Source: an optimization exercise on an open RTL-to-GDS flow (aim: small area, a short achievable clock period and few clock cycles per item). Production flows keep margins and buffers that such runs may drop.
In this exercise RTL edits were held to simulation tests only and were not proved equivalent to the original.

## flow/run.sh

```bash
#!/bin/bash
# synth_recipe.tcl (not shown) runs the flow's synth.tcl, then flattens the netlist and writes it again
# the make line also repeats each setting of config.mk as NAME=value (left out here)
make -C /OpenROAD-flow-scripts/flow DESIGN_CONFIG=/design/flow/config.mk WORK_HOME=/design/flow/orfs CLKGATE_MAP_FILE= SYNTH_SCRIPT=/design/flow/synth_recipe.tcl finish
```

## flow/config.mk

```make
export PLATFORM = sky130hd
export DESIGN_NAME = dual_wheel_incremental_pid_drive
export DESIGN_NICKNAME = dual_wheel_incremental_pid_drive
export VERILOG_FILES = /design/flow/design.v
export SDC_FILE = /design/flow/constraint.sdc
export NUM_CORES = 4
export LEC_CHECK = 0
export CAP_MARGIN = 20
export CORE_MARGIN = 2
export CORE_UTILIZATION = 40
export SLEW_MARGIN = 20
```

## flow/constraint.sdc

```tcl
create_clock -name core_clock -period 12.0 [get_ports {clk}]
set_input_delay 2.4000 -clock core_clock [delete_from_list [all_inputs] [get_ports {clk}]]
set_output_delay 2.4000 -clock core_clock [all_outputs]
set_load 0.01 [all_outputs]
```

## flow/design.v

```verilog
package dwpid_pkg;
	localparam int TICK_BITS = 16;
	localparam logic [2:0] CMD_FORWARD  = 3'd0;
	localparam logic [2:0] CMD_BACKWARD = 3'd1;
	localparam logic [2:0] CMD_LEFT     = 3'd2;
	localparam logic [2:0] CMD_RIGHT    = 3'd3;
	localparam logic [2:0] CMD_STOP     = 3'd4;
	localparam logic [1:0] DIR_STOP     = 2'd0;
	localparam logic [1:0] DIR_FORWARD  = 2'd1;
	localparam logic [1:0] DIR_BACKWARD = 2'd2;
	localparam logic [2:0] REG_KP    = 3'd0;
	localparam logic [2:0] REG_KI    = 3'd1;
	localparam logic [2:0] REG_KD    = 3'd2;
	localparam logic [2:0] REG_SCALE = 3'd3;
	localparam logic [2:0] REG_PWM   = 3'd4;
	localparam logic [2:0] REG_LIMIT = 3'd5;
	localparam logic [15:0] KP_RESET    = 16'd410;
	localparam logic [15:0] KI_RESET    = 16'd15;
	localparam logic [15:0] KD_RESET    = 16'd0;
	localparam logic [15:0] SCALE_RESET = 16'd256;
	localparam logic [15:0] PWM_RESET   = 16'd1000;
	localparam logic [14:0] LIMIT_RESET = 15'd670;
	localparam logic [31:0] PWM_MUL_RESET = 32'd50081242;
	localparam logic [22:0] RECIP_100 = 23'd5368710;
	typedef struct packed {
		logic [15:0] kp_centi;
		logic [15:0] ki_centi;
		logic [15:0] kd_centi;
		logic [15:0] velocity_scale;
		logic [15:0] pwm_max;
		logic [14:0] full_speed_limit;
	} cfg_t;
endpackage
module dwpid_div #(
	parameter int STEPS = 3
) (
	input  logic        clk,
	input  logic        arst_n,
	input  logic        start,       
	input  logic [15:0] pwm_max,
	input  logic [14:0] lnorm,
	output logic [4:0]  remain,
	output logic [31:0] pwm_mul
);
	localparam int NCYC = (32 + STEPS - 1) / STEPS;
	localparam int QB   = NCYC * STEPS;
	logic        load_q, busy_q;
	logic [3:0]  cnt_q;
	logic [14:0] den_q;
	logic [14:0] rem_q;
	logic [14:0] rem_n;
	logic [QB-1:0] quo_q;
	logic [QB-1:0] quo_n;
	always_comb begin
		logic [15:0] trial;
		rem_n = rem_q;
		quo_n = quo_q;
		for (int k = 0; k < STEPS; k++) begin
			trial = {rem_n, quo_n[QB-1]};
			quo_n = {quo_n[QB-2:0], 1'b0};
			if (trial >= {1'b0, den_q}) begin
				rem_n    = 15'(trial - {1'b0, den_q});
				quo_n[0] = 1'b1;
			end else begin
				rem_n = trial[14:0];
			end
		end
	end
	always_ff @(posedge clk or negedge arst_n) begin
		if (!arst_n) begin
			load_q  <= 1'b0;
			busy_q  <= 1'b0;
			cnt_q   <= '0;
			quo_q   <= QB'(dwpid_pkg::PWM_MUL_RESET);
		end else begin
			load_q <= start;
			if (load_q) begin
				busy_q  <= 1'b1;
				cnt_q   <= 4'(NCYC);
				quo_q   <= QB'({pwm_max[QB-31:0], 15'd0, lnorm});
			end else if (busy_q) begin
				quo_q   <= quo_n;
				cnt_q   <= cnt_q - 4'd1;
				if (cnt_q == 4'd1) busy_q <= 1'b0;
			end
		end
	end
	always_ff @(posedge clk) begin
		if (load_q) begin
			den_q <= lnorm;
			rem_q <= 15'(pwm_max >> (QB - 30));
		end else if (busy_q) begin
			rem_q <= rem_n;
		end
	end
	assign pwm_mul = quo_q[31:0];
	assign remain = load_q ? 5'(NCYC + 1) : (busy_q ? 5'(cnt_q) : 5'd0);
endmodule
module dwpid_lane #(
	parameter bit NEG = 1'b0       
) (
	input  logic               clk,
	input  logic               arst_n,
	input  logic               adv,
	input  logic               upd_pid,    
	input  logic               upd_prod,   
	input  logic               inj_e2,     
	input  logic               inj_e1,     
	input  logic               upd_acc,    
	input  logic               upd_out,    
	input  logic               run8,
	input  logic [15:0]        tk0,
	input  logic signed [16:0] tgt0,
	input  logic [15:0]        scale,
	input  logic [17:0]        g0,
	input  logic [17:0]        g1,
	input  logic [15:0]        g2,
	input  logic [21:0]        hlim,
	input  logic [3:0]         sh,
	input  logic [31:0]        pwm_mul,
	output logic [15:0]        duty,
	output logic [1:0]         dir,
	output logic signed [15:0] speed,
	output logic signed [31:0] odo
);
	logic [15:0] tks;
	logic        dneg;
	logic [24:0] pa_c;
	assign tks  = NEG ? ~tk0 : tk0;
	assign dneg = NEG ? (!tk0[15] && tk0 != 16'd0) : tk0[15];
	assign pa_c = 25'(tks[7:0]) * 25'(scale) + 25'(NEG ? scale : 16'd0)
	            + 25'(dneg ? 8'd255 : 8'd0);
	logic [24:0]        pa1;
	logic signed [7:0]  th1;
	logic signed [16:0] tgt1, tgt2;
	logic [15:0]        tk1, tk2, tk3, tk4, tk5, tk6, tk7, tk8;
	logic signed [24:0] pq_c;
	assign pq_c = 25'(th1) * $signed({1'b0, scale}) + $signed({8'd0, pa1[24:8]});
	logic signed [24:0] pq2;
	logic signed [15:0] meas_c;
	logic signed [17:0] diff;
	logic signed [16:0] e_c;
	assign meas_c = (pq2 > 25'sd32767) ? 16'sd32767 :
	                (pq2 < -25'sd32768) ? -16'sd32768 : 16'(pq2);
	assign diff   = 18'(tgt2) - 18'(meas_c);
	assign e_c    = (diff > 18'sd65535) ? 17'sd65535 : 17'(diff);
	logic signed [15:0] meas3, meas4, meas5, meas6, meas7, meas8;
	logic signed [16:0] e3;
	logic signed [16:0] e1_q, e2_q;
	logic [26:0] pl0_c, pl1_c;
	logic [24:0] pl2_c;
	assign pl0_c = 27'(g0) * 27'(e3[8:0]);
	assign pl1_c = 27'(g1) * 27'(e3[8:0]);
	assign pl2_c = 25'(g2) * 25'(e3[8:0]);
	logic [26:0]       pl0, pl1;
	logic [24:0]       pl2;
	logic signed [7:0] eh4;
	logic [8:0]        el4;
	logic signed [35:0] p1_c;
	logic signed [33:0] p2_c;
	logic signed [37:0] dd;
	logic signed [24:0] dd_c;
	logic signed [35:0] b1_q;
	logic signed [33:0] c1_q, c2_q;
	assign p1_c = ($signed({1'b0, g1}) * 36'(eh4) <<< 9) + $signed({9'd0, pl1});
	assign p2_c = ($signed({1'b0, g2}) * 34'(eh4) <<< 9) + $signed({9'd0, pl2});
	assign dd   = ($signed({1'b0, g0}) * 38'(eh4) <<< 9) + $signed({11'd0, pl0})
	            - 38'(b1_q) + 38'(c2_q);
	assign dd_c = (dd > 38'sd16777215) ? 25'sd16777215 :
	              (dd < -38'sd16777216) ? -25'sd16777216 : 25'(dd);
	logic signed [24:0] dd5;
	logic signed [22:0] acc_q;
	logic signed [25:0] asum;
	logic signed [25:0] hs;
	logic signed [22:0] acc_c;
	assign hs    = $signed({4'd0, hlim});
	assign asum  = 26'(acc_q) + 26'(dd5);
	assign acc_c = (asum > hs) ? 23'(hs) : (asum < -hs) ? 23'(-hs) : 23'(asum);
	logic [21:0] amag;
	logic [25:0] osum;
	logic [14:0] o_c;
	assign amag = acc_q[22] ? 22'(-acc_q) : 22'(acc_q);
	assign osum = (26'(amag) << 3) + (26'(amag) << 1) + 26'(amag >> 2) + 26'(amag >> 17)
	            - 26'(amag >> 7) - 26'(amag >> 9) - 26'(amag >> 12) + 26'd7;
	assign o_c  = osum[24:10];
	logic [14:0] o7;
	logic        neg7, neg8;
	logic [14:0] ol_c;
	logic [38:0] ra_c;
	assign ol_c = o7 << sh;
	assign ra_c = 39'(ol_c[6:0]) * 39'(pwm_mul);
	logic [31:0] ra8;
	logic [7:0]  oh8;
	logic [39:0] rb_c;
	logic [15:0] q_c;
	assign rb_c = 40'(oh8) * 40'(pwm_mul) + 40'(ra8);
	assign q_c  = rb_c[38:23];
	always_ff @(posedge clk) begin
		if (adv) begin
			pa1   <= pa_c;
			th1   <= tks[15:8];
			tgt1  <= tgt0;
			tk1   <= tk0;
			pq2   <= pq_c;
			tgt2  <= tgt1;
			tk2   <= tk1;
			meas3 <= meas_c;
			e3    <= inj_e2 ? e2_q : inj_e1 ? e1_q : e_c;
			tk3   <= tk2;
			pl0   <= pl0_c;
			pl1   <= pl1_c;
			pl2   <= pl2_c;
			eh4   <= e3[16:9];
			el4   <= e3[8:0];
			meas4 <= meas3;
			tk4   <= tk3;
			dd5   <= dd_c;
			meas5 <= meas4;
			tk5   <= tk4;
			meas6 <= meas5;
			tk6   <= tk5;
			o7    <= o_c;
			neg7  <= acc_q[22];
			meas7 <= meas6;
			tk7   <= tk6;
			ra8   <= ra_c[38:7];
			oh8   <= ol_c[14:7];
			neg8  <= neg7;
			meas8 <= meas7;
			tk8   <= tk7;
		end
		if (upd_out) begin
			duty  <= run8 ? q_c : 16'd0;
			dir   <= (!run8 || q_c == 16'd0) ? dwpid_pkg::DIR_STOP :
			         neg8 ? dwpid_pkg::DIR_BACKWARD : dwpid_pkg::DIR_FORWARD;
			speed <= meas8;
		end
	end
	always_ff @(posedge clk or negedge arst_n) begin
		if (!arst_n) begin
			e1_q  <= '0;
			e2_q  <= '0;
			b1_q  <= '0;
			c1_q  <= '0;
			c2_q  <= '0;
			acc_q <= '0;
			odo   <= '0;
		end else begin
			if (upd_pid) begin
				e1_q <= {eh4, el4};
				e2_q <= e1_q;
			end
			if (upd_prod) begin
				b1_q <= p1_c;
				c1_q <= p2_c;
				c2_q <= c1_q;
			end
			if (upd_acc) acc_q <= acc_c;
			if (upd_out) odo <= NEG ? odo - 32'($signed(tk8)) : odo + 32'($signed(tk8));
		end
	end
endmodule
module dual_wheel_incremental_pid_drive #(
	parameter int TICK_BITS = dwpid_pkg::TICK_BITS
) (
	input  logic                        clk,
	input  logic                        arst_n,
	input  logic                        psel,
	input  logic                        penable,
	input  logic                        pwrite,
	input  logic [4:0]                  paddr,
	input  logic [31:0]                 pwdata,
	output logic [31:0]                 prdata,
	output logic                        pready,
	input  logic                        in_valid,
	output logic                        in_stall,
	input  logic [2:0]                  cmd,
	input  logic signed [15:0]          speed,
	input  logic signed [TICK_BITS-1:0] left_ticks,
	input  logic signed [TICK_BITS-1:0] right_ticks,
	output logic                        out_valid,
	input  logic                        out_stall,
	output logic [15:0]                 left_duty,
	output logic [1:0]                  left_dir,
	output logic [15:0]                 right_duty,
	output logic [1:0]                  right_dir,
	output logic signed [15:0]          left_speed,
	output logic signed [15:0]          right_speed,
	output logic signed [31:0]          left_odometry,
	output logic signed [31:0]          right_odometry
);
	localparam int PWM_STAGE = 7;
	dwpid_pkg::cfg_t cfg_q;
	logic            wr;
	assign pready = 1'b1;
	assign wr     = psel && penable && pwrite;
	always_ff @(posedge clk or negedge arst_n) begin
		if (!arst_n) begin
			cfg_q.kp_centi         <= dwpid_pkg::KP_RESET;
			cfg_q.ki_centi         <= dwpid_pkg::KI_RESET;
			cfg_q.kd_centi         <= dwpid_pkg::KD_RESET;
			cfg_q.velocity_scale   <= dwpid_pkg::SCALE_RESET;
			cfg_q.pwm_max          <= dwpid_pkg::PWM_RESET;
			cfg_q.full_speed_limit <= dwpid_pkg::LIMIT_RESET;
		end else if (wr) begin
			unique case (paddr[4:2])
				dwpid_pkg::REG_KP:    cfg_q.kp_centi         <= pwdata[15:0];
				dwpid_pkg::REG_KI:    cfg_q.ki_centi         <= pwdata[15:0];
				dwpid_pkg::REG_KD:    cfg_q.kd_centi         <= pwdata[15:0];
				dwpid_pkg::REG_SCALE: cfg_q.velocity_scale   <= pwdata[15:0];
				dwpid_pkg::REG_PWM:   cfg_q.pwm_max          <= pwdata[15:0];
				dwpid_pkg::REG_LIMIT: cfg_q.full_speed_limit <= pwdata[14:0];
				default: ;
			endcase
		end
	end
	logic [15:0] rd_q;
	always_ff @(posedge clk) begin
		unique case (paddr[4:2])
			dwpid_pkg::REG_KP:    rd_q <= cfg_q.kp_centi;
			dwpid_pkg::REG_KI:    rd_q <= cfg_q.ki_centi;
			dwpid_pkg::REG_KD:    rd_q <= cfg_q.kd_centi;
			dwpid_pkg::REG_SCALE: rd_q <= cfg_q.velocity_scale;
			dwpid_pkg::REG_PWM:   rd_q <= cfg_q.pwm_max;
			dwpid_pkg::REG_LIMIT: rd_q <= {1'b0, cfg_q.full_speed_limit};
			default:              rd_q <= '0;
		endcase
	end
	assign prdata = {16'd0, rd_q};
	logic [14:0] lim;
	logic [3:0]  sh_c;
	logic [14:0] lnorm;
	logic [17:0] g0_q, g1_q;
	logic [21:0] hlim_q;
	logic [3:0]  sh_q;
	assign lim = (cfg_q.full_speed_limit == '0) ? 15'd1 : cfg_q.full_speed_limit;
	always_comb begin
		sh_c = 4'd0;
		for (int i = 0; i < 15; i++) begin
			if (lim[i]) sh_c = 4'(14 - i);
		end
	end
	assign lnorm = lim << sh_c;
	always_ff @(posedge clk) begin
		g0_q   <= 18'(cfg_q.kp_centi) + 18'(cfg_q.ki_centi) + 18'(cfg_q.kd_centi);
		g1_q   <= 18'(cfg_q.kp_centi) + (18'(cfg_q.kd_centi) << 1);
		hlim_q <= 22'(lim) * 22'd100;
		sh_q   <= sh_c;
	end
	logic [4:0]  div_remain;
	logic [31:0] pwm_mul;
	dwpid_div u_div (
		.clk     (clk),
		.arst_n  (arst_n),
		.start   (wr && (paddr[4:2] == dwpid_pkg::REG_PWM || paddr[4:2] == dwpid_pkg::REG_LIMIT)),
		.pwm_max (cfg_q.pwm_max),
		.lnorm   (lnorm),
		.remain  (div_remain),
		.pwm_mul (pwm_mul)
	);
	logic        adv;
	logic        v0_q, vs_q;
	logic [2:0]  cmd0, cmds;
	logic [15:0] spd0, spds, lt0, lts, rt0, rts;
	logic        accept, ld0;
	assign in_stall = vs_q || (div_remain > 5'(PWM_STAGE + 1));
	assign accept   = in_valid && !in_stall;
	assign ld0      = adv || !v0_q;
	always_ff @(posedge clk or negedge arst_n) begin
		if (!arst_n) begin
			v0_q <= 1'b0;
			vs_q <= 1'b0;
		end else if (ld0) begin
			v0_q <= vs_q || accept;
			vs_q <= 1'b0;
		end else if (accept) begin
			vs_q <= 1'b1;
		end
	end
	always_ff @(posedge clk) begin
		if (ld0) begin
			cmd0 <= vs_q ? cmds : cmd;
			spd0 <= vs_q ? spds : speed;
			lt0  <= vs_q ? lts : left_ticks;
			rt0  <= vs_q ? rts : right_ticks;
		end else if (accept) begin
			cmds <= cmd;
			spds <= speed;
			lts  <= left_ticks;
			rts  <= right_ticks;
		end
	end
	localparam int NST = 9;    
	logic [NST:1]   v_q;
	logic [NST-1:1] run_q;
	logic           run0;
	assign adv  = !(v_q[NST] && out_stall);
	assign run0 = cmd0 <= dwpid_pkg::CMD_RIGHT;
	always_ff @(posedge clk or negedge arst_n) begin
		if (!arst_n) begin
			v_q <= '0;
		end else if (adv) begin
			v_q <= {v_q[NST-1:1], v0_q};
		end
	end
	always_ff @(posedge clk) begin
		if (adv) begin
			run_q <= {run_q[NST-2:1], run0};
		end
	end
	assign out_valid = v_q[NST];
	logic signed [16:0] spd, ltgt, rtgt;
	assign spd  = 17'($signed(spd0));
	assign ltgt = (cmd0 == dwpid_pkg::CMD_BACKWARD || cmd0 == dwpid_pkg::CMD_LEFT) ? -spd : spd;
	assign rtgt = (cmd0 == dwpid_pkg::CMD_BACKWARD || cmd0 == dwpid_pkg::CMD_RIGHT) ? -spd : spd;
	logic [3:1] ref_q;
	logic [4:3] rf_q;
	logic       inj_e2, inj_e1;
	always_ff @(posedge clk or negedge arst_n) begin
		if (!arst_n) begin
			ref_q <= '0;
			rf_q  <= '0;
		end else begin
			ref_q <= {ref_q[2:1], wr && (paddr[4:2] == dwpid_pkg::REG_KP
			                             || paddr[4:2] == dwpid_pkg::REG_KD)};
			rf_q  <= {rf_q[3], inj_e2 || inj_e1};
		end
	end
	assign inj_e2 = ref_q[2];
	assign inj_e1 = ref_q[3];
	logic upd_pid, upd_prod, upd_acc, upd_out;
	assign upd_pid  = adv && v_q[4] && run_q[4];
	assign upd_prod = upd_pid || rf_q[4];
	assign upd_acc = adv && v_q[5] && run_q[5];
	assign upd_out = adv && v_q[8];
	dwpid_lane #(.NEG(1'b1)) u_left (
		.clk     (clk),
		.arst_n  (arst_n),
		.adv     (adv),
		.upd_pid (upd_pid),
		.upd_prod(upd_prod),
		.inj_e2  (inj_e2),
		.inj_e1  (inj_e1),
		.upd_acc (upd_acc),
		.upd_out (upd_out),
		.run8    (run_q[8]),
		.tk0     (lt0),
		.tgt0    (ltgt),
		.scale   (cfg_q.velocity_scale),
		.g0      (g0_q),
		.g1      (g1_q),
		.g2      (cfg_q.kd_centi),
		.hlim    (hlim_q),
		.sh      (sh_q),
		.pwm_mul (pwm_mul),
		.duty    (left_duty),
		.dir     (left_dir),
		.speed   (left_speed),
		.odo     (left_odometry)
	);
	dwpid_lane #(.NEG(1'b0)) u_right (
		.clk     (clk),
		.arst_n  (arst_n),
		.adv     (adv),
		.upd_pid (upd_pid),
		.upd_prod(upd_prod),
		.inj_e2  (inj_e2),
		.inj_e1  (inj_e1),
		.upd_acc (upd_acc),
		.upd_out (upd_out),
		.run8    (run_q[8]),
		.tk0     (rt0),
		.tgt0    (rtgt),
		.scale   (cfg_q.velocity_scale),
		.g0      (g0_q),
		.g1      (g1_q),
		.g2      (cfg_q.kd_centi),
		.hlim    (hlim_q),
		.sh      (sh_q),
		.pwm_mul (pwm_mul),
		.duty    (right_duty),
		.dir     (right_dir),
		.speed   (right_speed),
		.odo     (right_odometry)
	);
endmodule
```

==> flow_metrics.env, run 1 <==
export IMPL_hpwl_um=403000
export IMPL_cp_top_family="adder cells"
export IMPL_r2r_start="u_right.eh4[2]"
export IMPL_finalCritPeriodShare_pct=87.7
export IMPL_slowest_delay_ns=0.90
export IMPL_gp_congestion=0.921
export IMPL_placed_cell_area_um2=205000
export IMPL_globalRouteOverflowTotal=0
export IMPL_drtPass1Iterations=8
export IMPL_synth_xor_area_share_pct=3.77
export IMPL_avgSynthCellArea_um2=9.97
export IMPL_criticalPathCategory="flop to flop"
export IMPL_holdCritPathClass="flop to flop"
export IMPL_io_buffers=226
export IMPL_antenna_found_initial=51
export IMPL_final_area_um2=212000
export IMPL_cts_root_buffer="clkbuf_16"
export IMPL_ys_seq_elements=1816
export IMPL_h_tree_depth=4
export IMPL_end_kind="flop"
export IMPL_synth_top_family_by_area="adder cells"
export IMPL_cts_sinks=1816
export IMPL_multi_input_area_um2=128000
export IMPL_grt_pass1_vias=142000
export IMPL_drc_errors=0
export IMPL_post_cts_buffers=0
export IMPL_cp_startpoint="u_right.eh4[2]"
export IMPL_fin_tns_setup_ns=0
export IMPL_synthArstFlopShare_pct=29.5
export IMPL_grt_max_degree=180
export IMPL_worst_slack_ns=1.48
export IMPL_seqCellArea_um2=51100
export IMPL_track_usage_pct=21.7
export IMPL_num_nets_final=23900
export IMPL_dp_cells=25700
export IMPL_worst_path_max_fanout=24
export IMPL_fin_cells=26200
export IMPL_max_slew_margin_pct=20.5
export IMPL_vias=136000
export IMPL_vias_per_cell=5.18
export IMPL_tightestPinTransition_ns=1.18
export IMPL_ant_nets=0
export IMPL_place_ws_ns=1.63
export IMPL_ios=262
export IMPL_layout_drive_gt1_share_pct=5.78
export IMPL_rsz0062_at_grt="false"
export IMPL_setup_viol=0
export IMPL_cts_inserted_buffers=215
export IMPL_post_cts_resized=0
export IMPL_critical_path_required_ns=12.58
export IMPL_cts_tree="built"
export IMPL_syn2layout_area_growth_pct=8.65
export IMPL_synthCells=19600
export IMPL_clock_path_buffers=4
export IMPL_worst_path_max_delay_cell="edfxtp_1"
export IMPL_crit_arrival_ns=11.10
export IMPL_insertion_delay_ns=0.98
export IMPL_die_h_um=703
export IMPL_synth_edf_count=1202
export IMPL_hold_violations=0
export IMPL_fin_skew_ns=0.114
export IMPL_critPathBufInv=5
export IMPL_synth_simple_area_share_pct=13.7
export IMPL_grt_pass1_wl_um=832000
export IMPL_status="finished clean"
export IMPL_synth_compound_area_share_pct=7.54
export IMPL_yosys_area_share_adder_pct=37.7
export IMPL_core_area_um2=486000
export IMPL_path_clk_slew_ns=0.06
export IMPL_hold_buffers=0
export IMPL_synth_flop_cell="edfxtp_1"
export IMPL_drt_total_wl_um=531000
export IMPL_ys_warnings_count=4
export IMPL_ys_types=110
export IMPL_slew_violations=0
export IMPL_cap_violations=0
export IMPL_start_util_pct=40.2
export IMPL_rows=256
export IMPL_clock_fmax_mhz=95.0
export IMPL_ys_seq_area_share_pct=26.2
export IMPL_finalCriticalPeriod_ns=10.52
export IMPL_wl_per_cell_um=20.3
export IMPL_drt_iter0_drc=8956
export IMPL_start_kind="flop"
export IMPL_muxShareOfSynthArea_pct=2.89
export IMPL_synth_cell_area_um2=195000
export IMPL_dieArea_um2=494000
export IMPL_fillers=46300
export IMPL_holdCritStartpoint="rf_q[3]"
export IMPL_die_x_um=703
-- cells by family (layout without fill, tap and decap cells) --
kind of cell,Yosys count,after routing
fa+ha+maj,4351,4351
xor+xnor,841,841
compound gates,2298,2298
buf+inv,4258,4309
flops,1816,1816
simple gates,5514,5514
other cells,2,94
mux,503,503
-- sequential cells by signal, indices dropped and copies added (netlist names), 32 cells and up --
name / cells
cfg_q: 95
u_div.quo_q: 33
u_left.b1_q: 36
u_left.c1_q: 34
u_left.c2_q: 34
u_left.odo: 32
u_left.ra8: 32
u_right.b1_q: 36
u_right.c1_q: 34
u_right.c2_q: 34
u_right.odo: 32
u_right.ra8: 32
-- stage by stage --
step	hold WS (ns)	util [%]
4_1_cts	0.359	43.6
2_1_floorplan	0.331	-
5_1_grt	0.372	43.6
3_5_place_dp	0.343	42.1
3_3_place_gp	0.337	42.1
6_report	0.359	43.6
-- cell type report --
class / count / share of cell area [%]
tap: 6450 / 3.80
sequential: 1816 / 24.1
antenna: 77 / 0.0908
inverter: 3428 / 6.07
timing repair buffer: 479 / 2.01
clock inverter: 140 / 0.711
clock buffer: 262 / 2.73
multi-input combinational: 13500 / 60.5
-- placed cells by master, fill, tap and decap left out, types with 219 or more instances in the layout --
cell type | netlist | layout
a21o_1 | 232 | 232
a21oi_1 | 621 | 621
and2_1 | 1324 | 1324
buf_4 | 20 | 245
clkbuf_16 | 0 | 219
clkdlybuf4s50_1 | 0 | 224
dfrtp_1 | 498 | 495
edfxtp_1 | 1202 | 1202
fa_1 | 2554 | 2554
ha_1 | 1797 | 1797
inv_1 | 3415 | 3413
mux2_2 | 357 | 357
nand2_1 | 2339 | 2336
nand2b_1 | 240 | 240
nor2_1 | 643 | 626
o21ai_0 | 553 | 553
xnor2_1 | 556 | 555
xor2_1 | 285 | 284
-- cells in the mapped netlist (53+ instances only) --
| cell | count | share of area, % |
|---|---|---|
| a21oi_1 | 621 | 1.6 |
| a31oi_1 | 53 | 0.17 |
| mux2_2 | 357 | 2.1 |
| and2_1 | 1324 | 4.2 |
| o21bai_1 | 91 | 0.35 |
| a211oi_1 | 70 | 0.27 |
| and3_1 | 104 | 0.33 |
| inv_1 | 3415 | 6.6 |
| ha_1 | 1797 | 12 |
| nand2b_1 | 240 | 0.77 |
| clkbuf_1 | 768 | 1.5 |
| dfrtp_1 | 498 | 6.4 |
| dfxtp_1 | 78 | 0.80 |
| nand2_1 | 2339 | 4.5 |
| mux2i_1 | 133 | 0.68 |
| o21ai_0 | 553 | 1.4 |
| nand4_1 | 67 | 0.21 |
| o21a_1 | 117 | 0.45 |
| o22ai_1 | 54 | 0.17 |
| o31ai_1 | 58 | 0.22 |
| nor3_1 | 217 | 0.56 |
| xor2_1 | 285 | 1.3 |
| nor2b_1 | 162 | 0.52 |
| nand3_1 | 179 | 0.46 |
| edfxtp_1 | 1202 | 18 |
| xnor2_1 | 556 | 2.5 |
| a21o_1 | 232 | 0.89 |
| fa_1 | 2554 | 26 |
| nor2_1 | 643 | 1.2 |
| or3_1 | 78 | 0.25 |
-- final timing paths --
kind,to,slack (ns),depth (start not counted)
max,u_right.dd5[1],1.48,35
min reg2reg,rf_q[4],0.36,0
max in group asynchronous,vs_q,8.37,3
min,rf_q[4],0.36,0
min in group asynchronous,u_right.b1_q[33],1.43,1
max reg2reg,u_right.dd5[1],1.48,35
-- routing by layer --
metal | track usage, % | vias up | wire [um]
li1 | - | 62400 | -
met1 | 28.2 | 69100 | 226000
met2 | 37.2 | 3241 | 255000
met3 | 2.72 | 741 | 28400
met4 | 7.84 | 10 | 21700
met5 | 0 | - | 61
Testbench counts, summed over its fixed seeds: cycles 2,128, items 2,048.
==> inputs of run 2 (changes only) <==
--- a/flow/config.mk
+++ b/flow/config.mk
@@ -9,3 +9,4 @@
 export CORE_MARGIN = 2
-export CORE_UTILIZATION = 40
+export CORE_UTILIZATION = 55
+export SETUP_SLACK_MARGIN = 5
 export SLEW_MARGIN = 20
==> run 2 against run 1 <==
Against the previous run:
- area after synthesis is the same
- setup slack gained 1.9 ns
- clock skew shrank 0.019 ns
- sequential share of layout area shrank 0.54 points
- fmax grew 22%
- utilization grew 18 points
- cell area grew 2.4%
- routed wire length grew 1.3%
- synthesized cell count is the same
- still clean on timing, DRC and antenna
- clock-buffer cell count grew 25
==> flow_metrics.env, run 2 <==
export IMPL_insertion_delay_ns=0.97
export IMPL_finalCriticalPeriod_ns=8.62
export IMPL_synthArstFlopShare_pct=29.5
export IMPL_cts_inserted_buffers=215
export IMPL_synthCells=19600
export IMPL_worst_path_max_delay_cell="fa_1"
export IMPL_cts_tree="built"
export IMPL_ys_top_cells_by_area="fa_1 (26%), edfxtp_1 (18%), ha_1 (12%)"
export IMPL_grt_util_met2_pct=51.3
export IMPL_drt_iter0_drc=8843
export IMPL_worst_path_max_fanout=43
export IMPL_synth_top_cell_by_area="fa_1"
export IMPL_ys_types=110
export IMPL_post_route_util_pct=61.6
export IMPL_synthTopCellsByCount="inv_1 (3,415), fa_1 (2,554), nand2_1 (2,339), ha_1 (1,797), and2_1 (1,324)"
export IMPL_syn2layout_area_growth_pct=11.3
export IMPL_cap_violations=0
export IMPL_grt_use_met1_pct=39.9
export IMPL_fin_skew_ns=0.0957
export IMPL_start_util_pct=55.3
export IMPL_setup_viol=0
export IMPL_tightestPinTransition_ns=1.14
export IMPL_ys_seq_area_share_pct=26.2
export IMPL_status="finished clean"
export IMPL_num_nets_final=24300
export IMPL_avgSynthCellArea_um2=9.97
export IMPL_finalCritPeriodShare_pct=71.8
export IMPL_grt_max_degree=175
export IMPL_synth_flop_cell="edfxtp_1"
export IMPL_fillers=30200
export IMPL_use_met3_pct=3.46
export IMPL_final_area_um2=217000
export IMPL_drt_total_wl_um=538000
export IMPL_synth_most_common_cell="inv_1"
export IMPL_ys_warnings_count=4
export IMPL_drc_errors=0
export IMPL_grt_busiest_layer="met2"
export IMPL_slowest_delay_ns=0.56
export IMPL_ant_nets=0
export IMPL_holdCritPathClass="flop to flop"
export IMPL_final_common_cell="inv_1"
export IMPL_synth_cell_area_um2=195000
export IMPL_die_x_um=600
export IMPL_placed_cell_area_um2=203000
export IMPL_gp_congestion=0.919
export IMPL_crit_arrival_ns=9.30
export IMPL_critical_path_required_ns=12.69
export IMPL_ys_seq_elements=1816
export IMPL_dp_cells=24000
export IMPL_ios=262
export IMPL_cts_sinks=1816
export IMPL_slew_violations=0
export IMPL_layout_drive_gt1_share_pct=9.75
export IMPL_antenna_found_initial=31
export IMPL_path_clk_slew_ns=0.06
export IMPL_grt_pass1_vias=142000
export IMPL_wl_per_cell_um=21.7
export IMPL_rows=218
export IMPL_rsz0062_at_grt="true"
export IMPL_clock_path_buffers=4
export IMPL_io_buffers=226
export IMPL_hold_violations=0
export IMPL_track_usage_pct=30.4
export IMPL_end_kind="flop"
export IMPL_die_h_um=600
export IMPL_vias_per_cell=5.53
export IMPL_fin_tns_setup_ns=0
export IMPL_core_area_um2=353000
export IMPL_fin_cells=24700
export IMPL_vias=137000
export IMPL_hpwl_um=396000
export IMPL_hold_buffers=0
export IMPL_largest_reg_flops=95
export IMPL_grt_pass1_wl_um=836000
export IMPL_h_tree_depth=4
export IMPL_dieArea_um2=360000
export IMPL_cp_common_cell="fa_1"
export IMPL_criticalPathCategory="flop to flop"
export IMPL_drtPass1Iterations=6
export IMPL_synth_edf_count=1202
export IMPL_max_slew_margin_pct=23.6
export IMPL_yosysTopAreaCellShare_pct=26.2
export IMPL_globalRouteOverflowTotal=0
export IMPL_cts_root_buffer="clkbuf_16"
export IMPL_regMostFlops="cfg_q"
export IMPL_final_cell_mix="inv_1 (3,379), fa_1 (2,531), nand2_1 (2,328)"
export IMPL_reg_top3="cfg_q: 95 flops, u_left.b1_q: 36 flops, u_right.b1_q: 36 flops"
export IMPL_start_kind="flop"
export IMPL_clock_fmax_mhz=116
[run 2: worst max-delay path: cells and delay by family (launching register included)]
kind / cells / cell delay (ns)
xor+xnor: 2 / 0.30
simple gates: 6 / 1.34
flops: 1 / 0.53
compound gates: 7 / 1.45
buf+inv: 9 / 1.20
fa+ha+maj: 8 / 3.54
[run 2: final timing paths]
| kind | startpoint | end | slack [ns] | cells past startpoint |
|---|---|---|---|---|
| max | u_left.eh4[2] | u_left.dd5[9] | 3.38 | 32 |
| min | rf_q[3] | rf_q[4] | 0.35 | 0 |
| max reg2reg | u_left.eh4[2] | u_left.dd5[9] | 3.38 | 32 |
| min reg2reg | rf_q[3] | rf_q[4] | 0.35 | 0 |
| max in group asynchronous | arst_n | u_right.b1_q[34] | 8.33 | 3 |
| min in group asynchronous | arst_n | u_right.odo[2] | 1.45 | 1 |
[run 2: stage by stage]
step	hold WS (ns)	worst slack, ns
6_report	0.347	3.38
5_1_grt	0.361	3.12
4_1_cts	0.349	3.53
3_5_place_dp	0.346	1.96
3_3_place_gp	0.336	2.17
2_1_floorplan	0.331	3.89
[run 2: area by class of cell]
cell class / instances / area (um2) / share of cell area, %
multi-input cells: 13500 / 132000 / 60.5
clock inverters: 110 / 1250 / 0.574
inverters: 3428 / 12900 / 5.95
flip-flops and latches: 1816 / 51200 / 23.6
diodes: 24 / 60.1 / 0.0276
repair buffers: 819 / 8440 / 3.88
well taps: 4730 / 5920 / 2.72
clock buffers: 287 / 6000 / 2.76
[run 2: kinds of logic (layout without fill, tap and decap cells)]
| logic type | Yosys count | count (layout) | share of synthesized area (%) |
|---|---|---|---|
| simple gates | 5514 | 5519 | 13.7 |
| fa+ha+maj | 4351 | 4351 | 37.7 |
| buf+inv | 4258 | 4644 | 8.24 |
| compound gates | 2298 | 2304 | 7.54 |
| flops | 1816 | 1816 | 26.2 |
| xor+xnor | 841 | 841 | 3.77 |
| mux | 503 | 503 | 2.89 |
| other cells | 2 | 41 | 0.00385 |
[run 2: layer usage]
metal | wire, um | share of wire, % | vias up
met5 | 13 | 0.0024 | -
met4 | 25900 | 4.8 | 2
met3 | 26600 | 4.9 | 804
met2 | 258000 | 48 | 3181
met1 | 227000 | 42 | 69800
li1 | - | - | 63200
[run 2: what timing repair did]
| item | CTS | global route |
|---|---|---|
| setup endpoints to repair | 193 | 150 |
| buffers inserted | 170 | 136 |
| resized for setup | 511 | 387 |
| cloned | 30 | 7 |
| pin swaps | 170 | 190 |
==> inputs of run 3 (changes only) <==
--- a/flow/design.v
+++ b/flow/design.v
@@ -34,3 +34,3 @@
 module dwpid_div #(
-	parameter int STEPS = 3
+	parameter int STEPS = 2
 ) (
@@ -47,3 +47,3 @@
 	logic        load_q, busy_q;
-	logic [3:0]  cnt_q;
+	logic [4:0]  cnt_q;
 	logic [14:0] den_q;
@@ -78,3 +78,3 @@
 				busy_q  <= 1'b1;
-				cnt_q   <= 4'(NCYC);
+				cnt_q   <= 5'(NCYC);
 				quo_q   <= QB'({pwm_max[QB-31:0], 15'd0, lnorm});
@@ -82,4 +82,4 @@
 				quo_q   <= quo_n;
-				cnt_q   <= cnt_q - 4'd1;
-				if (cnt_q == 4'd1) busy_q <= 1'b0;
+				cnt_q   <= cnt_q - 5'd1;
+				if (cnt_q == 5'd1) busy_q <= 1'b0;
 			end
@@ -110,3 +110,3 @@
 	input  logic               upd_out,    
-	input  logic               run8,
+	input  logic               run9,
 	input  logic [15:0]        tk0,
@@ -135,3 +135,3 @@
 	logic signed [16:0] tgt1, tgt2;
-	logic [15:0]        tk1, tk2, tk3, tk4, tk5, tk6, tk7, tk8;
+	logic [15:0]        tk1, tk2, tk3, tk4, tk5, tk6, tk7, tk8, tk9;
 	logic signed [24:0] pq_c;
@@ -146,3 +146,3 @@
 	assign e_c    = (diff > 18'sd65535) ? 17'sd65535 : 17'(diff);
-	logic signed [15:0] meas3, meas4, meas5, meas6, meas7, meas8;
+	logic signed [15:0] meas3, meas4, meas5, meas6, meas7, meas8, meas9;
 	logic signed [16:0] e3;
@@ -158,15 +158,15 @@
 	logic [8:0]        el4;
-	logic signed [35:0] p1_c;
+	logic signed [35:0] p0_c, p1_c;
 	logic signed [33:0] p2_c;
-	logic signed [37:0] dd;
-	logic signed [24:0] dd_c;
-	logic signed [35:0] b1_q;
-	logic signed [33:0] c1_q, c2_q;
+	assign p0_c = ($signed({1'b0, g0}) * 36'(eh4) <<< 9) + $signed({9'd0, pl0});
 	assign p1_c = ($signed({1'b0, g1}) * 36'(eh4) <<< 9) + $signed({9'd0, pl1});
 	assign p2_c = ($signed({1'b0, g2}) * 34'(eh4) <<< 9) + $signed({9'd0, pl2});
-	assign dd   = ($signed({1'b0, g0}) * 38'(eh4) <<< 9) + $signed({11'd0, pl0})
-	            - 38'(b1_q) + 38'(c2_q);
-	assign dd_c = (dd > 38'sd16777215) ? 25'sd16777215 :
-	              (dd < -38'sd16777216) ? -25'sd16777216 : 25'(dd);
-	logic signed [24:0] dd5;
+	logic signed [35:0] p05, p15;
+	logic signed [33:0] p25;
+	logic signed [37:0] dd;
+	logic signed [36:0] kq_q;
+	logic signed [33:0] c1_q;
+	assign dd = 38'(p05) + 38'(kq_q);
+	logic signed [24:0] dd6;
+	logic               ovp6, ovn6;
 	logic signed [22:0] acc_q;
@@ -175,4 +175,6 @@
 	logic signed [22:0] acc_c;
+	logic signed [24:0] dds;
+	assign dds   = ovp6 ? 25'sd16777215 : ovn6 ? -25'sd16777216 : dd6;
 	assign hs    = $signed({4'd0, hlim});
-	assign asum  = 26'(acc_q) + 26'(dd5);
+	assign asum  = 26'(acc_q) + 26'(dds);
 	assign acc_c = (asum > hs) ? 23'(hs) : (asum < -hs) ? 23'(-hs) : 23'(asum);
@@ -181,18 +183,22 @@
 	logic [14:0] o_c;
-	assign amag = acc_q[22] ? 22'(-acc_q) : 22'(acc_q);
+	assign amag = acc_q[21:0] ^ {22{acc_q[22]}};
 	assign osum = (26'(amag) << 3) + (26'(amag) << 1) + 26'(amag >> 2) + 26'(amag >> 17)
-	            - 26'(amag >> 7) - 26'(amag >> 9) - 26'(amag >> 12) + 26'd7;
+	            - 26'(amag >> 7) - 26'(amag >> 9) - 26'(amag >> 12)
+	            + (acc_q[22] ? 26'd18 : 26'd7);
 	assign o_c  = osum[24:10];
-	logic [14:0] o7;
-	logic        neg7, neg8;
+	logic [14:0] o8;
+	logic        neg8, neg9;
 	logic [14:0] ol_c;
 	logic [38:0] ra_c;
-	assign ol_c = o7 << sh;
+	assign ol_c = o8 << sh;
 	assign ra_c = 39'(ol_c[6:0]) * 39'(pwm_mul);
-	logic [31:0] ra8;
-	logic [7:0]  oh8;
+	logic [31:0] ra9;
+	logic [7:0]  oh9;
 	logic [39:0] rb_c;
 	logic [15:0] q_c;
-	assign rb_c = 40'(oh8) * 40'(pwm_mul) + 40'(ra8);
+	logic        neg10;
+	assign rb_c = 40'(oh9) * 40'(pwm_mul) + 40'(ra9);
 	assign q_c  = rb_c[38:23];
+	assign dir = (duty == 16'd0) ? dwpid_pkg::DIR_STOP :
+	             neg10 ? dwpid_pkg::DIR_BACKWARD : dwpid_pkg::DIR_FORWARD;
 	always_ff @(posedge clk) begin
@@ -216,22 +222,28 @@
 			tk4   <= tk3;
-			dd5   <= dd_c;
+			p05   <= p0_c;
+			p15   <= p1_c;
+			p25   <= p2_c;
 			meas5 <= meas4;
 			tk5   <= tk4;
+			dd6   <= 25'(dd);
+			ovp6  <= !dd[37] && (dd[36:24] != '0);
+			ovn6  <= dd[37] && (dd[36:24] != '1);
 			meas6 <= meas5;
 			tk6   <= tk5;
-			o7    <= o_c;
-			neg7  <= acc_q[22];
 			meas7 <= meas6;
 			tk7   <= tk6;
-			ra8   <= ra_c[38:7];
-			oh8   <= ol_c[14:7];
-			neg8  <= neg7;
+			o8    <= o_c;
+			neg8  <= acc_q[22];
 			meas8 <= meas7;
 			tk8   <= tk7;
+			ra9   <= ra_c[38:7];
+			oh9   <= ol_c[14:7];
+			neg9  <= neg8;
+			meas9 <= meas8;
+			tk9   <= tk8;
 		end
 		if (upd_out) begin
-			duty  <= run8 ? q_c : 16'd0;
-			dir   <= (!run8 || q_c == 16'd0) ? dwpid_pkg::DIR_STOP :
-			         neg8 ? dwpid_pkg::DIR_BACKWARD : dwpid_pkg::DIR_FORWARD;
-			speed <= meas8;
+			duty  <= run9 ? q_c : 16'd0;
+			neg10 <= neg9;
+			speed <= meas9;
 		end
@@ -242,5 +254,4 @@
 			e2_q  <= '0;
-			b1_q  <= '0;
+			kq_q  <= '0;
 			c1_q  <= '0;
-			c2_q  <= '0;
 			acc_q <= '0;
@@ -253,8 +264,7 @@
 			if (upd_prod) begin
-				b1_q <= p1_c;
-				c1_q <= p2_c;
-				c2_q <= c1_q;
+				kq_q <= 37'(c1_q) - 37'(p15);
+				c1_q <= p25;
 			end
 			if (upd_acc) acc_q <= acc_c;
-			if (upd_out) odo <= NEG ? odo - 32'($signed(tk8)) : odo + 32'($signed(tk8));
+			if (upd_out) odo <= NEG ? odo - 32'($signed(tk9)) : odo + 32'($signed(tk9));
 		end
@@ -291,3 +301,3 @@
 );
-	localparam int PWM_STAGE = 7;
+	localparam int PWM_STAGE = 8;
 	dwpid_pkg::cfg_t cfg_q;
@@ -392,3 +402,3 @@
 	end
-	localparam int NST = 9;    
+	localparam int NST = 10;    
 	logic [NST:1]   v_q;
@@ -416,3 +426,3 @@
 	logic [3:1] ref_q;
-	logic [4:3] rf_q;
+	logic [5:3] rf_q;
 	logic       inj_e2, inj_e1;
@@ -425,3 +435,3 @@
 			                             || paddr[4:2] == dwpid_pkg::REG_KD)};
-			rf_q  <= {rf_q[3], inj_e2 || inj_e1};
+			rf_q  <= {rf_q[4:3], inj_e2 || inj_e1};
 		end
@@ -432,5 +442,5 @@
 	assign upd_pid  = adv && v_q[4] && run_q[4];
-	assign upd_prod = upd_pid || rf_q[4];
-	assign upd_acc = adv && v_q[5] && run_q[5];
-	assign upd_out = adv && v_q[8];
+	assign upd_prod = (adv && v_q[5] && run_q[5]) || rf_q[5];
+	assign upd_acc  = adv && v_q[6] && run_q[6];
+	assign upd_out  = adv && v_q[9];
 	dwpid_lane #(.NEG(1'b1)) u_left (
@@ -445,3 +455,3 @@
 		.upd_out (upd_out),
-		.run8    (run_q[8]),
+		.run9    (run_q[9]),
 		.tk0     (lt0),
@@ -470,3 +480,3 @@
 		.upd_out (upd_out),
-		.run8    (run_q[8]),
+		.run9    (run_q[9]),
 		.tk0     (rt0),
==> run 3 against run 2 <==
Against the previous run:
- utilization down 1.7 points
- still clean on timing, DRC and antenna
- via count up 2.2%
- critical path depth down 3
- worst hold slack better by 0.0015 ns
- sequential share of layout area up 2.7 points
- die area up 4.4%
- final cell count up 3.1%
- area after synthesis up 4.4%
==> flow_metrics.env, run 3 <==
export IMPL_io_buffers=226
export IMPL_globalRouteOverflowTotal=0
export IMPL_setup_viol=0
export IMPL_cap_violations=0
export IMPL_die_x_um=613
export IMPL_drt_total_wl_um=518000
export IMPL_slew_violations=0
export IMPL_regMostFlops="cfg_q"
export IMPL_slowest_delay_ns=0.47
export IMPL_gp_congestion=0.894
export IMPL_start_kind="flop"
export IMPL_grt_pass1_vias=142000
export IMPL_grt_max_degree=172
export IMPL_cts_tree="built"
export IMPL_status="finished clean"
export IMPL_final_cell_mix="inv_1 (3,472), fa_1 (2,447), nand2_1 (2,423)"
export IMPL_ys_seq_elements=2031
export IMPL_tightestPinTransition_ns=1.08
export IMPL_rows=223
export IMPL_worst_path_max_fanout=30
export IMPL_worst_path_max_delay_cell="fa_1"
export IMPL_syn2layout_area_growth_pct=8.43
export IMPL_wl_per_cell_um=20.3
export IMPL_final_common_cell="inv_1"
export IMPL_num_nets_final=24700
export IMPL_reg_top3="cfg_q: 95 flops, u_left.kq_q: 37 flops, u_right.kq_q: 37 flops"
export IMPL_insertion_delay_ns=0.98
export IMPL_ys_top_cells_by_area="fa_1 (24%), edfxtp_1 (22%), ha_1 (11%)"
export IMPL_synth_top_cell_by_area="fa_1"
export IMPL_core_area_um2=369000
export IMPL_ys_types=109
export IMPL_cts_inserted_buffers=235
export IMPL_hold_violations=0
export IMPL_ios=262
export IMPL_synthCells=20400
export IMPL_synth_flop_cell="edfxtp_1"
export IMPL_grt_pass1_wl_um=820000
export IMPL_synth_edf_count=1482
export IMPL_largest_reg_flops=95
export IMPL_vias=140000
export IMPL_holdCritPathClass="flop to flop"
export IMPL_drt_iter0_drc=8921
export IMPL_finalCriticalPeriod_ns=6.74
export IMPL_max_slew_margin_pct=27.2
export IMPL_start_util_pct=55.3
export IMPL_place_ws_ns=4.15
export IMPL_die_h_um=613
export IMPL_ys_warnings_count=4
export IMPL_clock_path_buffers=4
export IMPL_layout_drive_gt1_share_pct=6.16
export IMPL_critical_path_required_ns=12.67
export IMPL_cts_sinks=2031
export IMPL_crit_arrival_ns=7.41
export IMPL_path_clk_slew_ns=0.07
export IMPL_synthArstFlopShare_pct=23.2
export IMPL_track_usage_pct=28.1
export IMPL_end_kind="flop"
export IMPL_ys_seq_area_share_pct=28.4
export IMPL_avgSynthCellArea_um2=9.99
export IMPL_synthTopCellsByCount="inv_1 (3,475), fa_1 (2,447), nand2_1 (2,425), ha_1 (1,849), edfxtp_1 (1,482)"
export IMPL_vias_per_cell=5.49
export IMPL_finalCritPeriodShare_pct=56.2
export IMPL_fin_skew_ns=0.120
export IMPL_h_tree_depth=4
export IMPL_clock_fmax_mhz=148
export IMPL_rsz0062_at_grt="true"
export IMPL_drc_errors=0
export IMPL_ff2ff_setup_slack_ns=5.26
export IMPL_ant_nets=0
export IMPL_worst_slack_ns=5.26
export IMPL_criticalPathCategory="flop to flop"
export IMPL_yosysTopAreaCellShare_pct=24.0
export IMPL_synth_most_common_cell="inv_1"
export IMPL_dieArea_um2=376000
export IMPL_drtPass1Iterations=6
export IMPL_cts_root_buffer="clkbuf_16"
export IMPL_fin_tns_setup_ns=0
export IMPL_synth_cell_area_um2=204000
export IMPL_antenna_found_initial=35
export IMPL_hpwl_um=391000
==> run 3: area by class of cell <==
cell class | count | area [um2]
Tap cell | 4950 | 6190
Multi-Input combinational cell | 14000 | 130000
Timing Repair inverter | 1 | 5.00
Timing Repair Buffer | 540 | 5080
Clock buffer | 285 | 6430
Antenna cell | 16 | 40.0
Fill cell | 32100 | 148000
Clock inverter | 159 | 1980
Inverter | 3486 | 13100
Sequential cell | 2031 | 58000
==> run 3: final timing paths <==
path                         start              end  depth (start not counted)
max                        sh_q[1]  u_right.ra9[28]                         29
min                        rf_q[3]          rf_q[4]                          0
max reg2reg                sh_q[1]  u_right.ra9[28]                         29
min reg2reg                rf_q[3]          rf_q[4]                          0
max in group asynchronous   arst_n  u_right.odo[27]                          3
min in group asynchronous   arst_n  u_left.c1_q[11]                          1
==> run 3: critical path, delay by kind of cell (launching register included) <==
kind            cells  cell delay, ns
flops               1            0.43
fa+ha+maj           5            2.22
xor+xnor            1            0.08
buf+inv             7            0.75
compound gates      9            2.03
mux                 1            0.23
simple gates        6            0.72
==> run 3: kinds of logic after synthesis <==
logic type,count (synthesis),synth area share (%)
xor+xnor,956,4.11
flops,2031,28.4
other cells,2,0.00368
compound gates,2563,8.06
fa+ha+maj,4296,35.4
mux,430,2.34
buf+inv,4338,8.05
simple gates,5786,13.7
==> run 3: repair_timing <==
action	in CTS	in global routing
endpoints found under the setup margin	97	96
pin swaps	3	10
gates cloned	2	1
setup buffers	29	31
hold buffers	0	0
resized for setup	61	128
==> run 3: stage by stage <==
stage / hold slack, ns / cells / instance area [um2] / utilization (%)
5_1_grt: 0.361 / 25500 / 221000 / 59.9
6_report: 0.348 / 25500 / 221000 / 59.9
4_1_cts: 0.349 / 25500 / 220000 / 59.7
3_5_place_dp: 0.335 / 25000 / 211000 / 57.3
2_1_floorplan: 0.331 / 20400 / 204000 / -
3_3_place_gp: 0.336 / 25000 / 211000 / 57.3
==> run 3: metal layers <==
metal	share of wire [%]	up-vias	global-route usage, %	routed length (um)
li1	-	65500	-	-
met1	45	70700	40.3	234000
met2	46	3181	45.0	237000
met3	5.9	651	3.71	30500
met4	3.3	6	7.90	16900
met5	0.0081	-	0	42
Testbench counts of run 3, summed over its fixed seeds: cycles 2,152, items 2,048.
==> inputs of run 4 (changes only) <==
--- a/flow/config.mk
+++ b/flow/config.mk
@@ -9,3 +9,3 @@
 export CORE_MARGIN = 2
-export CORE_UTILIZATION = 55
+export CORE_UTILIZATION = 70
 export SETUP_SLACK_MARGIN = 5
==> run 4 against run 3 <==
Against the previous run:
- still clean on timing, DRC and antenna
- worst hold slack gained 0.0093 ns
- sequential cell count is the same
- synthesized cell count is the same
- via count grew 2.2%
- area after synthesis is the same
- critical path depth shrank 1
- sequential share of layout area grew 0.29 points
- fmax shrank 1.5%
- critical endpoint is now u_left.p15[29]
- largest cell class unchanged
==> flow_metrics.env, run 4 <==
export IMPL_synth_top_cell_by_area="fa_1"
export IMPL_hold_violations=0
export IMPL_drc_errors=0
export IMPL_critical_path_required_ns=12.61
export IMPL_start_kind="flop"
export IMPL_slowest_delay_ns=0.55
export IMPL_max_slew_margin_pct=17.6
export IMPL_cts_tree="built"
export IMPL_synthCells=20400
export IMPL_clock_fmax_mhz=146
export IMPL_slew_violations=0
export IMPL_r2r_cells=28
export IMPL_fin_skew_ns=0.121
export IMPL_final_cell_mix="inv_1 (3,469), fa_1 (2,447), nand2_1 (2,423)"
export IMPL_status="finished clean"
export IMPL_reg_top3="cfg_q: 95 flops, u_left.kq_q: 37 flops, u_right.kq_q: 37 flops"
export IMPL_wl_per_cell_um=20.8
export IMPL_hold_buffers=0
export IMPL_vias_per_cell=5.86
export IMPL_drt_total_wl_um=507000
export IMPL_dieArea_um2=296000
export IMPL_end_kind="flop"
export IMPL_die_h_um=544
export IMPL_ys_top_cells_by_area="fa_1 (24%), edfxtp_1 (22%), ha_1 (11%)"
export IMPL_finalCriticalPeriod_ns=6.85
export IMPL_fillers=20800
export IMPL_yosysTopAreaCellShare_pct=24.0
export IMPL_start_util_pct=70.2
export IMPL_cp_startpoint="u_left.eh4[2]"
export IMPL_grt_pass1_wl_um=801000
export IMPL_syn2layout_area_growth_pct=7.24
export IMPL_hpwl_um=375000
export IMPL_drt_iter0_drc=11300
export IMPL_setup_viol=0
export IMPL_finalCritPeriodShare_pct=57.0
export IMPL_synth_edf_count=1482
export IMPL_h_tree_depth=4
export IMPL_r2r_end="u_left.p15[29]"
export IMPL_fin_tns_setup_ns=0
export IMPL_crit_end="u_left.p15[29]"
export IMPL_insertion_delay_ns=0.97
export IMPL_cts_root_buffer="clkbuf_16"
export IMPL_crit_arrival_ns=7.46
export IMPL_gp_congestion=0.941
export IMPL_layout_drive_gt1_share_pct=5.77
export IMPL_grt_util_met2_pct=55.1
export IMPL_rows=198
export IMPL_worst_path_max_delay_cell="edfxtp_1"
export IMPL_final_common_cell="inv_1"
export IMPL_tightestPinTransition_ns=1.23
export IMPL_dp_cells=23900
export IMPL_cap_violations=0
export IMPL_hold_ws_ns=0.358
export IMPL_post_route_util_pct=75.3
export IMPL_synth_flop_cell="edfxtp_1"
export IMPL_antenna_found_initial=36
export IMPL_synthTopCellsByCount="inv_1 (3,475), fa_1 (2,447), nand2_1 (2,425), ha_1 (1,849), edfxtp_1 (1,482)"
export IMPL_criticalPathCategory="flop to flop"
export IMPL_rsz0062_at_grt="true"
export IMPL_ys_types=109
export IMPL_ys_warnings_count=4
export IMPL_cts_inserted_buffers=223
export IMPL_cts_sinks=2031
export IMPL_regMostFlops="cfg_q"
export IMPL_cp_common_cell="fa_1"
export IMPL_path_clk_slew_ns=0.06
export IMPL_synth_most_common_cell="inv_1"
export IMPL_num_nets_final=24700
export IMPL_track_usage_pct=34.8
export IMPL_worst_path_max_fanout=42
export IMPL_vias=143000
export IMPL_core_area_um2=290000
export IMPL_grt_max_degree=179
export IMPL_synth_cell_area_um2=204000
export IMPL_clock_path_buffers=4
export IMPL_fin_cells=24400
export IMPL_ant_nets=0
export IMPL_grt_pass1_vias=146000
export IMPL_grt_busiest_layer="met2"
export IMPL_r2r_start="u_left.eh4[2]"
export IMPL_ys_seq_elements=2031
export IMPL_holdCritPathClass="flop to flop"
export IMPL_ios=262
export IMPL_ys_seq_area_share_pct=28.4
export IMPL_drtPass1Iterations=6
export IMPL_io_buffers=226
export IMPL_avgSynthCellArea_um2=9.99
export IMPL_grt_use_met1_pct=47.8
export IMPL_use_met3_pct=7.55
export IMPL_die_x_um=544
export IMPL_largest_reg_flops=95
export IMPL_globalRouteOverflowTotal=0
export IMPL_synthArstFlopShare_pct=23.2
export IMPL_ff2ff_setup_slack_ns=5.15
==> run 4: cell counts after synthesis <==
No cell type changed its count.
==> run 4: how the worst min path moves through the flow <==
stage / startpoint / cells past startpoint / to / slack [ns]
after floorplan: ref_q[1] / 0 / ref_q[2] / 0.33
after global placement: rf_q[4] / 0 / rf_q[5] / 0.34
after detailed placement: rf_q[4] / 0 / rf_q[5] / 0.34
after CTS: rf_q[4] / 0 / rf_q[5] / 0.36
after global routing: u_right.tk2[11] / 0 / u_right.tk3[11] / 0.36
final: rf_q[4] / 0 / rf_q[5] / 0.36
==> run 4: per-stage QoR <==
step                cell area [um2]  worst slack [ns]
floorplan                    204000              4.91
global placement             210000              4.22
detailed placement           210000              4.18
CTS                          218000              4.90
global route                 219000              4.86
finish                       219000              5.15
==> run 4: worst max-delay path, delay by kind of cell (launching register included) <==
kind                       cells  cell delay, ns
adders and majority gates      6            2.52
AOI/OAI and AO/OA              9            1.45
and+or+nand+nor                8            1.29
DFF                            1            0.55
buffers and inverters          3            0.36
xor gates and xnor gates       2            0.25
==> run 4: cells by family after synthesis <==
family	count (synthesis)	synth area share (%)
flip-flops	2031	28.4
AND/OR/NAND/NOR	5786	13.7
other	2	0.00368
buffers and inverters	4338	8.05
multiplexers	430	2.34
XOR/XNOR	956	4.11
AO/OA/AOI/OAI	2563	8.06
adder cells (fa/ha/maj)	4296	35.4
==> run 4: final cells by class <==
class	count	area, um2	area share [%]
clock inverter	121	1430	0.652
antenna	15	37.5	0.0172
timing repair inverter	3	15.0	0.00687
multi-input combinational	14000	130000	59.5
tap	3900	4880	2.23
inverter	3486	13100	6.00
sequential	2031	57900	26.5
timing repair buffer	519	4790	2.19
clock buffer	300	6260	2.86
==> run 4: repair_timing <==
item                                    CTS  global route
resized for setup                        42           113
endpoints found under the setup margin   65            97
setup buffers                            26            31
endpoints found under the hold margin     0             0
gates cloned                              1             3
pin swaps                                 1             5
==> run 4: per-layer routing <==
| metal | vias to the layer above | routed length, um |
|---|---|---|
| met4 | 20 | 18900 |
| met2 | 5188 | 233000 |
| li1 | 65400 | - |
| met5 | - | 138 |
| met3 | 963 | 47100 |
| met1 | 71500 | 208000 |

[re-timing with driven ports]
In the flow no input, the clock included, has a driving cell. The finished layouts below were timed again as built, in two steps. Step 1, drivers: a clkbuf_16 drives clk and a buf_2 each remaining input, both assumed. Step 2 moves the port delays by t, midway between the first and last clock arrival at a register: inputs arrive t later, outputs are due t later. That takes back most of the time a late clock gives input paths. a / b / c = ideal / step 1 / step 2; a / b = the first two.
run | t, ns | setup slack, ns | pins driven straight from the clock port
run 1 | 1.047 | 1.479 / 1.479 / 1.479 | 1
run 2 | 1.036 | 3.382 / 3.382 / 3.382 | 1
run 3 | 1.050 | 5.260 / 5.260 / 5.260 | 1
run 4 | 1.020 | 5.154 / 5.154 / 4.862 | 1
After both steps every run listed still meets setup and hold. The setup slack of run 4, which loses most, moves by 0.000 ns with the drivers and by -0.292 ns with both steps.
